Context: an optimization exercise on an open-source flow, tuned for small area. The choices shown serve that exercise and are no tape-out recipe.
The RTL was checked by simulation tests, not by an equivalence proof against the original design.
Power figures rest on the tool's default switching activity, not on a simulated workload. No driver is modelled on the clock port, so clocking that relies on it looks cheaper here than on a real chip.

lane 1:
==> flow/design.v (excerpt) <==
module data_mem_responder
#(
    parameter int DATA_W = 32,
    parameter int ADDR_W = 10,
    parameter int DEPTH  = dmem_pkg::DMEM_DEPTH
) (
    input  logic              clk,
    input  logic              reset,
    input  logic              req_valid,
    output logic              req_ready,
    input  logic              req_write,
    input  logic [ADDR_W-1:0] req_addr,
    input  logic [DATA_W-1:0] req_wdata,
    output logic              resp_valid,
    input  logic              resp_ready,
    output logic [DATA_W-1:0] resp_rdata,
    output logic              resp_err,
    output logic              resp_zero
);
For scale: ~83 I/O pins.
export LEC_CHECK = 0
export CAP_MARGIN = 20
export CORE_MARGIN = 2
export CORE_UTILIZATION = 40
export SLEW_MARGIN = 20
export SYNTH_HIERARCHICAL = 1
create_clock -name core_clock -period 6.0 [get_ports {clk}]
standard.sh (not shown) runs the stock make flow with config.mk's settings and CLKGATE_MAP_FILE= SYNTH_SCRIPT=/design/flow/synth_recipe.tcl, a recipe that flattens the netlist after the stock synthesis.
==> flow/flow/run.sh <==
#!/bin/bash
# Standard ORFS layout (the standard.sh) with three knobs changed:
#  - port buffers use the small sky130_fd_sc_hd__buf_1 (repair may upsize);
#  - CTS inserts no dummy loads;
#  - CTS leaf clustering set below.
# Everything else, synthesis included, is the standard flow.
set -euo pipefail
export BUFFER_PORTS_ARGS="-buffer_cell sky130_fd_sc_hd__buf_1"
export CTS_ARGS="-sink_clustering_enable -repair_clock_nets -dont_use_dummy_load -buf_list sky130_fd_sc_hd__clkbuf_16 -root_buf sky130_fd_sc_hd__clkbuf_16 -sink_clustering_size 25 -sink_clustering_max_diameter 100"
bash standard.sh > standard_flow.log 2>&1
### lane 1 -> lane 2
==> flow/run.sh (new file) <==
#!/bin/bash
# synth_recipe.tcl (not shown) runs the flow's synth.tcl, then flattens the netlist and writes it again
# the make line also repeats each setting of config.mk as NAME=value (left out here)
make -C /OpenROAD-flow-scripts/flow DESIGN_CONFIG=/design/flow/config.mk WORK_HOME=/design/flow/orfs CLKGATE_MAP_FILE= SYNTH_SCRIPT=/design/flow/synth_recipe.tcl finish
removed: flow/flow/run.sh
removed: flow/standard.sh
Results
- Lane 2: flow complete, layout not clean; failing: negative setup slack
- Max number of fill cells in the layout across lane 1 and lane 2: lane 1
- Detailed route, lane 2 vs lane 1: via total higher for lane 2
- As far as remaining global-route overflow goes, lane 1 and lane 2 are indistinguishable; the numbers are identical.
- Sequential share of layout area for lane 2: 4.1 points down relative to lane 1
- Summary of lane 2 over lane 1: multi-input gate share of total cell area shows a reduction of 2.4 points, setup slack of the critical path after layout now sits lower, initial antenna violation count moved up, placer's final routability congestion estimate grew by about 0.9%, total chip power went up about 23%.
#### Input delta (lane 3 over lane 2)
==> flow/flow/run.sh (new file) <==
#!/bin/bash
# Standard ORFS layout (the standard.sh) with three knobs changed:
#  - port buffers use the small sky130_fd_sc_hd__buf_1 (repair may upsize);
#  - CTS inserts no dummy loads;
#  - CTS leaf clustering set below.
# Everything else, synthesis included, is the standard flow.
set -euo pipefail
export BUFFER_PORTS_ARGS="-buffer_cell sky130_fd_sc_hd__buf_1"
export CTS_ARGS="-sink_clustering_enable -repair_clock_nets -dont_use_dummy_load -buf_list sky130_fd_sc_hd__clkbuf_4 -root_buf sky130_fd_sc_hd__clkbuf_16"
bash standard.sh > standard_flow.log 2>&1
==> flow/standard.sh (new file) <==
#!/bin/bash
# synth_recipe.tcl (not shown) runs the flow's synth.tcl, then flattens the netlist and writes it again
# the make line also repeats each setting of config.mk as NAME=value (left out here)
make -C /OpenROAD-flow-scripts/flow DESIGN_CONFIG=/design/flow/config.mk WORK_HOME=/design/flow/orfs CLKGATE_MAP_FILE= SYNTH_SCRIPT=/design/flow/synth_recipe.tcl "${@:-finish}"
removed: flow/run.sh
--- outcome ---
Lane 3 reached the end of the flow, and the finished layout is clean on the timing, design-rule and antenna checks. Number of violations of the max-capacitance limit across lane 2 and lane 3: no real change. Changes observed in lane 3 relative to lane 2: final worst slack saw an increase; critical path depth saw a decrease; number of nets at the end of the flow saw an increase; utilization saw a decrease.
#### Input delta (lane 4 over lane 3)
==> flow/flow/run.sh <==
#!/bin/bash
# Standard ORFS layout (the standard.sh, synthesis included) with these
# knobs changed:
#  - before floorplan, combinational cells are put back to drive 1
#    (flow/downsize.tcl); repair sizes up where needed;
#  - port buffers use the small sky130_fd_sc_hd__buf_1 (repair may upsize);
#  - CTS inserts no dummy loads, and clusters up to 25 sinks per
#    clkbuf_16 leaf buffer.
set -euo pipefail
export PRE_FLOORPLAN_TCL="$PWD/flow/downsize.tcl"
export BUFFER_PORTS_ARGS="-buffer_cell sky130_fd_sc_hd__buf_1"
export CTS_ARGS="-sink_clustering_enable -repair_clock_nets -dont_use_dummy_load -buf_list sky130_fd_sc_hd__clkbuf_16 -root_buf sky130_fd_sc_hd__clkbuf_16 -sink_clustering_size 25 -sink_clustering_max_diameter 100"
bash standard.sh > standard_flow.log 2>&1
==> flow/flow/downsize.tcl (new file) <==
# Before floorplan: put every combinational cell that synthesis sized up
# back to its drive-1 variant (same function); the later repair steps size
# up again only where slew, capacitance or timing need it.
set db [ord::get_db]
set block [ord::get_db_block]
set n 0
foreach inst [$block getInsts] {
  set name [[$inst getMaster] getName]
  if { ![regexp {^(sky130_fd_sc_hd__[a-z0-9]+)_([0-9]+)$} $name -> base drive] } {
    continue
  }
  if { $drive <= 1 } {
    continue
  }
  if { [regexp {df|dl|buf|inv|conb|tap|fill|decap} $base] } {
    continue
  }
  set m1 [$db findMaster ${base}_1]
  if { $m1 ne "NULL" && $m1 ne "" } {
    $inst swapMaster $m1
    incr n
  }
}
puts "downsize.tcl: $n instances set to drive 1"
Notes after the runs:
Re final critical path time including I/O delays and setup: lane 3 was higher than lane 4.
Lane 4 vs lane 3: non-clock buffering overhead in the final layout up
Relative to lane 3, the number of clock buffer instances in the layout of lane 4 is lower by about 80%.
From lane 3 to lane 4, total of buffers placed on input and output ports did not move at all.
| post-route fraction of the period consumed by the critical path | lane 4 vs lane 3 | 3.0 points lower |
Cell area after placement delta (lane 4 -> lane 3): insignificant
Compared with lane 3, in lane 4 cell area moved down, wire length moved down.
Power: lane 4 draws less than lane 3

amber:
Starting RTL as in the previous note.
Settings: LEC_CHECK=0, CAP_MARGIN=20, CORE_MARGIN=2, CORE_UTILIZATION=40, SLEW_MARGIN=20, SYNTH_HIERARCHICAL=1; clock period 6.0 ns.
==> flow/flow/run.sh <==
#!/bin/bash
# Standard ORFS layout (the standard.sh) with three knobs changed:
#  - port buffers use the small sky130_fd_sc_hd__buf_1 (repair may upsize);
#  - CTS inserts no dummy loads;
#  - CTS leaf clustering set below.
# Everything else, synthesis included, is the standard flow.
set -euo pipefail
export BUFFER_PORTS_ARGS="-buffer_cell sky130_fd_sc_hd__buf_1"
export CTS_ARGS="-sink_clustering_enable -repair_clock_nets -dont_use_dummy_load -buf_list sky130_fd_sc_hd__clkbuf_8 -root_buf sky130_fd_sc_hd__clkbuf_16"
bash standard.sh > standard_flow.log 2>&1
amber completed end to end with timing, DRC and antenna clean.
[inputs] fjord vs amber
diff --git a/flow/flow/run.sh b/flow/flow/run.sh
--- a/flow/flow/run.sh
+++ b/flow/flow/run.sh
@@ -7,4 +7,5 @@
 set -euo pipefail
 export BUFFER_PORTS_ARGS="-buffer_cell sky130_fd_sc_hd__buf_1"
-export CTS_ARGS="-sink_clustering_enable -repair_clock_nets -dont_use_dummy_load -buf_list sky130_fd_sc_hd__clkbuf_8 -root_buf sky130_fd_sc_hd__clkbuf_16"
+export CTS_ARGS="-sink_clustering_enable -repair_clock_nets -dont_use_dummy_load -buf_list sky130_fd_sc_hd__clkbuf_16 -root_buf sky130_fd_sc_hd__clkbuf_16 -sink_clustering_size 25 -sink_clustering_max_diameter 100"
+export RECOVER_POWER=100
 bash standard.sh > standard_flow.log 2>&1
--- outcome ---
The flow for fjord finished, though final verification flagged capacitance limit, slew limit. Taking amber as the reference, in fjord global-route track usage on met2 level, number of detailed-route iterations in the first pass went down. Top achievable clock speed ends up lower on fjord. Final cell area: fjord below amber. Worst-path maximum fanout: lower on fjord. Total via count after detailed routing, fjord and amber, higher one = amber. Power density normalized to cell area went down by a few percent going from amber to fjord. Core utilization: fjord lower than amber. Looking at cell leakage power, fjord sits about 6% lower than amber does. In the flow results for fjord and amber, the maximum vdd ir drop is larger on amber. Compared to amber, fjord has reported max-cap violation count 28 higher.

data_mem_responder, a different RTL version from the one above (not shown whole).
## data_mem_responder
module data_mem_responder
#(
    parameter int DATA_W = 32,
    parameter int ADDR_W = 10,
    parameter int DEPTH  = dmem_pkg::DMEM_DEPTH
) (
    input  logic              clk,
    input  logic              reset,
    input  logic              req_valid,
    output logic              req_ready,
    input  logic              req_write,
    input  logic [ADDR_W-1:0] req_addr,
    input  logic [DATA_W-1:0] req_wdata,
    output logic              resp_valid,
    input  logic              resp_ready,
    output logic [DATA_W-1:0] resp_rdata,
    output logic              resp_err,
    output logic              resp_zero
);
    localparam int IDX_W = dmem_pkg::DMEM_IDX_W;
    logic               r_wait;
    logic               r_resp;
    logic [3:0]         r_rlo;
    logic [DEPTH/4-1:0] r_rhi;
    logic               r_load;
    logic               r_err;
    logic               r_zero;
    logic [DATA_W-1:0]  r_wdata;
    logic               w_idle;
    logic               w_accept;
    logic               w_in_range;
    logic               w_mem_we;
    logic               w_mem_zero;
    assign w_idle     = ~r_wait & ~r_resp;
    assign w_accept   = req_valid & w_idle;
    assign w_in_range = (req_addr[ADDR_W-1:IDX_W] == '0);
    assign w_mem_we   = w_accept & req_write & w_in_range;
    dmem_array #(
        .DATA_W (DATA_W),
        .DEPTH  (DEPTH),
        .IDX_W  (IDX_W)
    ) u_array (
        .clk     (clk),
        .i_clr   (reset),
        .i_kill  (w_mem_we),
        .i_kaddr (req_addr[IDX_W-1:0]),
        .i_set   (r_wait & ~r_load & ~r_err),
        .i_sdata (r_wdata),
        .i_rlo   (r_rlo),
        .i_rhi   (r_rhi),
        .i_show  (r_resp & r_load),
        .o_rdata (resp_rdata),
        .o_zero  (w_mem_zero)
    );
    always_ff @(posedge clk) begin
        if (reset) begin
            r_wait <= 1'b0;
            r_resp <= 1'b0;
        end else begin
            r_wait <= w_accept;
            r_resp <= r_wait | (r_resp & ~resp_ready);
        end
    end
    always_ff @(posedge clk) begin
        if (w_idle) begin
  ...
export LEC_CHECK = 0
export CAP_MARGIN = 20
export CORE_MARGIN = 2
export CORE_UTILIZATION = 40
export GPL_TIMING_DRIVEN = 0
export SLEW_MARGIN = 20
export SYNTH_HIERARCHICAL = 1
create_clock -name core_clock -period 6.0 [get_ports {clk}]
==> flow/flow/run.sh <==
#!/bin/bash
# Standard ORFS layout (the standard.sh, synthesis included) with these
# knobs changed:
#  - before floorplan, combinational cells are put back to drive 1
#    (flow/downsize.tcl); repair sizes up where needed;
#  - port buffers use the small sky130_fd_sc_hd__buf_1 (repair may upsize);
#  - CTS inserts no dummy loads, and clusters up to 28 sinks per
#    clkbuf_16 leaf buffer.
set -euo pipefail
export PRE_FLOORPLAN_TCL="$PWD/flow/downsize.tcl"
export BUFFER_PORTS_ARGS="-buffer_cell sky130_fd_sc_hd__buf_1"
export CTS_ARGS="-sink_clustering_enable -repair_clock_nets -dont_use_dummy_load -buf_list sky130_fd_sc_hd__clkbuf_16 -root_buf sky130_fd_sc_hd__clkbuf_16 -sink_clustering_size 28 -sink_clustering_max_diameter 120"
bash standard.sh > standard_flow.log 2>&1
==> flow/flow/downsize.tcl <==
# Before floorplan: put every combinational cell that synthesis sized up
# back to its drive-1 variant (same function); the later repair steps size
# up again only where slew, capacitance or timing need it.
set db [ord::get_db]
set block [ord::get_db_block]
set n 0
foreach inst [$block getInsts] {
  set name [[$inst getMaster] getName]
  if { ![regexp {^(sky130_fd_sc_hd__[a-z0-9]+)_([0-9]+)$} $name -> base drive] } {
    continue
  }
  if { $drive <= 1 } {
    continue
  }
  if { [regexp {df|dl|buf|inv|conb|tap|fill|decap} $base] } {
    continue
  }
  set m1 [$db findMaster ${base}_1]
  if { $m1 ne "NULL" && $m1 ne "" } {
    $inst swapMaster $m1
    incr n
  }
}
puts "downsize.tcl: $n instances set to drive 1"
Edit:
GPL_TIMING_DRIVEN = default   (was 0)
Outcome: Register-to-register slack gets worse by 0.12 ns; design area fell by 2.8%; final cell count came out higher by 0.44%; clock power hardly moves.
Edit:
--- a/flow/flow/run.sh
+++ b/flow/flow/run.sh
@@ -7 +7 @@
-#  - CTS inserts no dummy loads, and clusters up to 28 sinks per
+#  - CTS inserts no dummy loads, and clusters up to 30 sinks per
@@ -12 +12 @@
-export CTS_ARGS="-sink_clustering_enable -repair_clock_nets -dont_use_dummy_load -buf_list sky130_fd_sc_hd__clkbuf_16 -root_buf sky130_fd_sc_hd__clkbuf_16 -sink_clustering_size 28 -sink_clustering_max_diameter 120"
+export CTS_ARGS="-sink_clustering_enable -repair_clock_nets -dont_use_dummy_load -buf_list sky130_fd_sc_hd__clkbuf_16 -root_buf sky130_fd_sc_hd__clkbuf_16 -sink_clustering_size 30 -sink_clustering_max_diameter 120"
PLACE_DENSITY = 0.8   (was default)
The new run passed the timing, design-rule and antenna checks.
Sequential share of layout area is about the same.
Maximum frequency is higher by about 5%.
Worst hold slack is about the same.
Edit:
PLACE_DENSITY = 0.7   (was 0.8)
=> Final cell count falls by 0.55%. Maximum frequency went down by 3.5%. Global-route usage shrinks by 0.89 points.

Another version of the RTL of data_mem_responder (not shown whole).
For scale: roughly 3000 cells after synthesis, ~83 I/O pins.
clock: 6.0 ns
lec_check: 0
cap_margin: 20
core_margin: 2
core_utilization: 40
gpl_timing_driven: 0
slew_margin: 20
synth_hierarchical: 1
run.sh (not shown) runs the stock make flow with config.mk's settings and CLKGATE_MAP_FILE= SYNTH_SCRIPT=/design/flow/synth_recipe.tcl, a recipe that flattens the netlist after the stock synthesis.
Stock flow here: none of the scripts above is used.
The starting point finished but failed the layout checks on setup timing.
Rerun with:
Settings changed: GPL_TIMING_DRIVEN 0 to unset.
The changed run passed the timing, design-rule and antenna checks; total power fell by a few percent; maximum frequency rose by a few percent; design area fell by a few percent; core utilization fell by 2.0 points.

RTL: one of the versions met above, not the one the previous note started from.
Size in the first run: roughly 3000 cells after synthesis, ~83 I/O pins.
clock: 6.0 ns
lec_check: 0
cap_margin: 20
core_margin: 2
core_utilization: 40
slew_margin: 20
synth_hierarchical: 1
standard.sh (not shown) runs the stock make flow with config.mk's settings and CLKGATE_MAP_FILE= SYNTH_SCRIPT=/design/flow/synth_recipe.tcl, a recipe that flattens the netlist after the stock synthesis.
==> flow/flow/run.sh <==
#!/bin/bash
# Standard ORFS layout (the standard.sh, synthesis included) with these
# knobs changed:
#  - before floorplan, combinational cells are put back to drive 1
#    (flow/downsize.tcl); repair sizes up where needed;
#  - port buffers use the small sky130_fd_sc_hd__buf_1 (repair may upsize);
#  - CTS inserts no dummy loads, and clusters up to 32 sinks per
#    clkbuf_16 leaf buffer.
set -euo pipefail
export PRE_FLOORPLAN_TCL="$PWD/flow/downsize.tcl"
export BUFFER_PORTS_ARGS="-buffer_cell sky130_fd_sc_hd__buf_1"
export CTS_ARGS="-sink_clustering_enable -repair_clock_nets -dont_use_dummy_load -buf_list sky130_fd_sc_hd__clkbuf_16 -root_buf sky130_fd_sc_hd__clkbuf_16 -sink_clustering_size 32 -sink_clustering_max_diameter 120"
bash standard.sh > standard_flow.log 2>&1
Scripts as last shown in full above: flow/flow/downsize.tcl
The starting point went through all stages and came out clean.
Rerun with:
==> flow/flow/run.sh (replaced) <==
#!/bin/bash
# Standard ORFS layout (the standard.sh, synthesis included) with these
# knobs changed:
#  - before floorplan, combinational cells are put back to drive 1
#    (flow/downsize.tcl); repair sizes up where needed;
#  - port buffers use the small sky130_fd_sc_hd__buf_1 (repair may upsize);
#  - CTS inserts no dummy loads, and clusters up to 30 sinks per
#    clkbuf_16 leaf buffer.
set -euo pipefail
export PRE_FLOORPLAN_TCL="$PWD/flow/downsize.tcl"
export BUFFER_PORTS_ARGS="-buffer_cell sky130_fd_sc_hd__buf_1"
export CTS_ARGS="-sink_clustering_enable -repair_clock_nets -dont_use_dummy_load -buf_list sky130_fd_sc_hd__clkbuf_16 -root_buf sky130_fd_sc_hd__clkbuf_16 -sink_clustering_size 30 -sink_clustering_max_diameter 120"
bash standard.sh > standard_flow.log 2>&1
Settings changed: PLACE_DENSITY from default to 0.75.
What happened:
- The changed run finished clean
- total power stays flat
- clock power stays flat
- via count climbs by 3.1%
- worst hold slack barely changes
- die area does not change
- worst setup slack improved by 0.025 ns
Rerun with:
==> flow/flow/run.sh (replaced) <==
#!/bin/bash
# Standard ORFS layout (the standard.sh, synthesis included) with these
# knobs changed:
#  - before floorplan, combinational cells are put back to drive 1
#    (flow/downsize.tcl); repair sizes up where needed;
#  - port buffers use the small sky130_fd_sc_hd__buf_1 (repair may upsize);
#  - CTS inserts no dummy loads, and clusters up to 28 sinks per
#    clkbuf_16 leaf buffer.
set -euo pipefail
export PRE_FLOORPLAN_TCL="$PWD/flow/downsize.tcl"
export BUFFER_PORTS_ARGS="-buffer_cell sky130_fd_sc_hd__buf_1"
export CTS_ARGS="-sink_clustering_enable -repair_clock_nets -dont_use_dummy_load -buf_list sky130_fd_sc_hd__clkbuf_16 -root_buf sky130_fd_sc_hd__clkbuf_16 -sink_clustering_size 28 -sink_clustering_max_diameter 120"
bash standard.sh > standard_flow.log 2>&1
Result: Via count hardly moves; count of clock-buffer cells in the layout rises by 3; cell count hardly moves; hold slack loses 0.0031 ns; cell area barely changes.
Rerun with:
--- a/flow/flow/run.sh
+++ b/flow/flow/run.sh
@@ -4,4 +4,6 @@
 #  - before floorplan, combinational cells are put back to drive 1
 #    (flow/downsize.tcl); repair sizes up where needed;
+#  - after placement repair, buffers go back to buf_1 and repair_design
+#    runs again (flow/shrink_buffers.tcl);
 #  - port buffers use the small sky130_fd_sc_hd__buf_1 (repair may upsize);
 #  - CTS inserts no dummy loads, and clusters up to 28 sinks per
@@ -9,4 +11,5 @@
 set -euo pipefail
 export PRE_FLOORPLAN_TCL="$PWD/flow/downsize.tcl"
+export POST_RESIZE_TCL="$PWD/flow/shrink_buffers.tcl"
 export BUFFER_PORTS_ARGS="-buffer_cell sky130_fd_sc_hd__buf_1"
 export CTS_ARGS="-sink_clustering_enable -repair_clock_nets -dont_use_dummy_load -buf_list sky130_fd_sc_hd__clkbuf_16 -root_buf sky130_fd_sc_hd__clkbuf_16 -sink_clustering_size 28 -sink_clustering_max_diameter 120"
==> flow/flow/shrink_buffers.tcl (new file) <==
# After placement repair: set the buffers that repair inserted back to
# sky130_fd_sc_hd__buf_1, then let repair_design size up or buffer again
# only where slew, capacitance or fanout need it.
set db [ord::get_db]
set block [ord::get_db_block]
set buf1 [$db findMaster sky130_fd_sc_hd__buf_1]
set n 0
foreach inst [$block getInsts] {
  set name [[$inst getMaster] getName]
  if { [regexp {^sky130_fd_sc_hd__buf_([0-9]+)$} $name -> drive] && $drive > 1 } {
    $inst swapMaster $buf1
    incr n
  }
}
puts "shrink_buffers.tcl: $n buffers set to buf_1"
estimate_parasitics -placement
repair_design -slew_margin 20 -cap_margin 20 -verbose
=> The new run finished with negative setup slack left. Worst hold slack barely changes. Die area does not change. Final cell count is higher by 1.2%. Utilization is higher by 1.0 points. Routed wire length is higher by 0.93%. Clock-buffer cell count stays the same. Design area is higher by 2.2%. Total power is higher by 0.60%.

## afterwards: timing with drivers on the ports
Ports are ideal in the flow. The routed layouts listed here were re-timed in OpenROAD.
Step 1 assumes that a clkbuf_16 drives the clock port and a buf_2 every other input.
Step 2 adds t to the input delays and takes it off the output delays; t is the mean of the earliest and latest rising clock arrival at the registers after step 1. Input paths then give back, and output paths get back, about the clock's delay inside the block.
Three values: ideal ports, drivers, drivers and shift; two values: the first two.
run	t, ns	setup WS [ns]	clock arrival spread, ns	worst register clock-pin slew, ns
lane 1	0.693	0.399 / 0.332 / 1.025	0.068 / 0.068	0.11 / 0.11
lane 2	0.716	-0.069 / -0.133 / 0.583	0.023 / 0.023	0.07 / 0.07
lane 3	0.799	0.283 / 0.214 / 1.013	0.043 / 0.044	0.07 / 0.07
lane 4	0.676	0.464 / 0.397 / 1.073	0.051 / 0.051	0.11 / 0.11
amber	0.746	0.289 / 0.220 / 0.965	0.084 / 0.083	0.07 / 0.07
fjord	0.696	0.181 / 0.113 / -0.365	0.071 / 0.072	0.11 / 0.11
the first run of note 3	0.666	0.635 / 0.569 / 1.099	0.087 / 0.087	0.11 / 0.11
the second run of note 3	0.680	0.466 / 0.398 / 0.982	0.066 / 0.067	0.11 / 0.11
the third run of note 3	0.660	0.730 / 0.672 / 1.332	0.075 / 0.075	0.11 / 0.11
the fourth run of note 3	0.665	0.536 / 0.475 / 0.728	0.039 / 0.039	0.12 / 0.12
the first run of note 4	0.732	-0.192 / -0.262 / 0.470	0.025 / 0.025	0.07 / 0.07
the second run of note 4	0.734	0.003 / -0.066 / 0.667	0.037 / 0.037	0.07 / 0.07
the first run of note 5	0.672	0.417 / 0.349 / 0.887	0.056 / 0.056	0.12 / 0.12
the second run of note 5	0.664	0.442 / 0.378 / 1.042	0.053 / 0.053	0.12 / 0.12
the third run of note 5	0.669	0.519 / 0.453 / 1.106	0.064 / 0.064	0.11 / 0.11
the fourth run of note 5	0.661	-0.018 / -0.080 / 0.581	0.053 / 0.053	0.11 / 0.11
For fjord, which loses most, drivers alone change the setup slack by -0.068 ns; drivers and shift together by -0.546 ns.
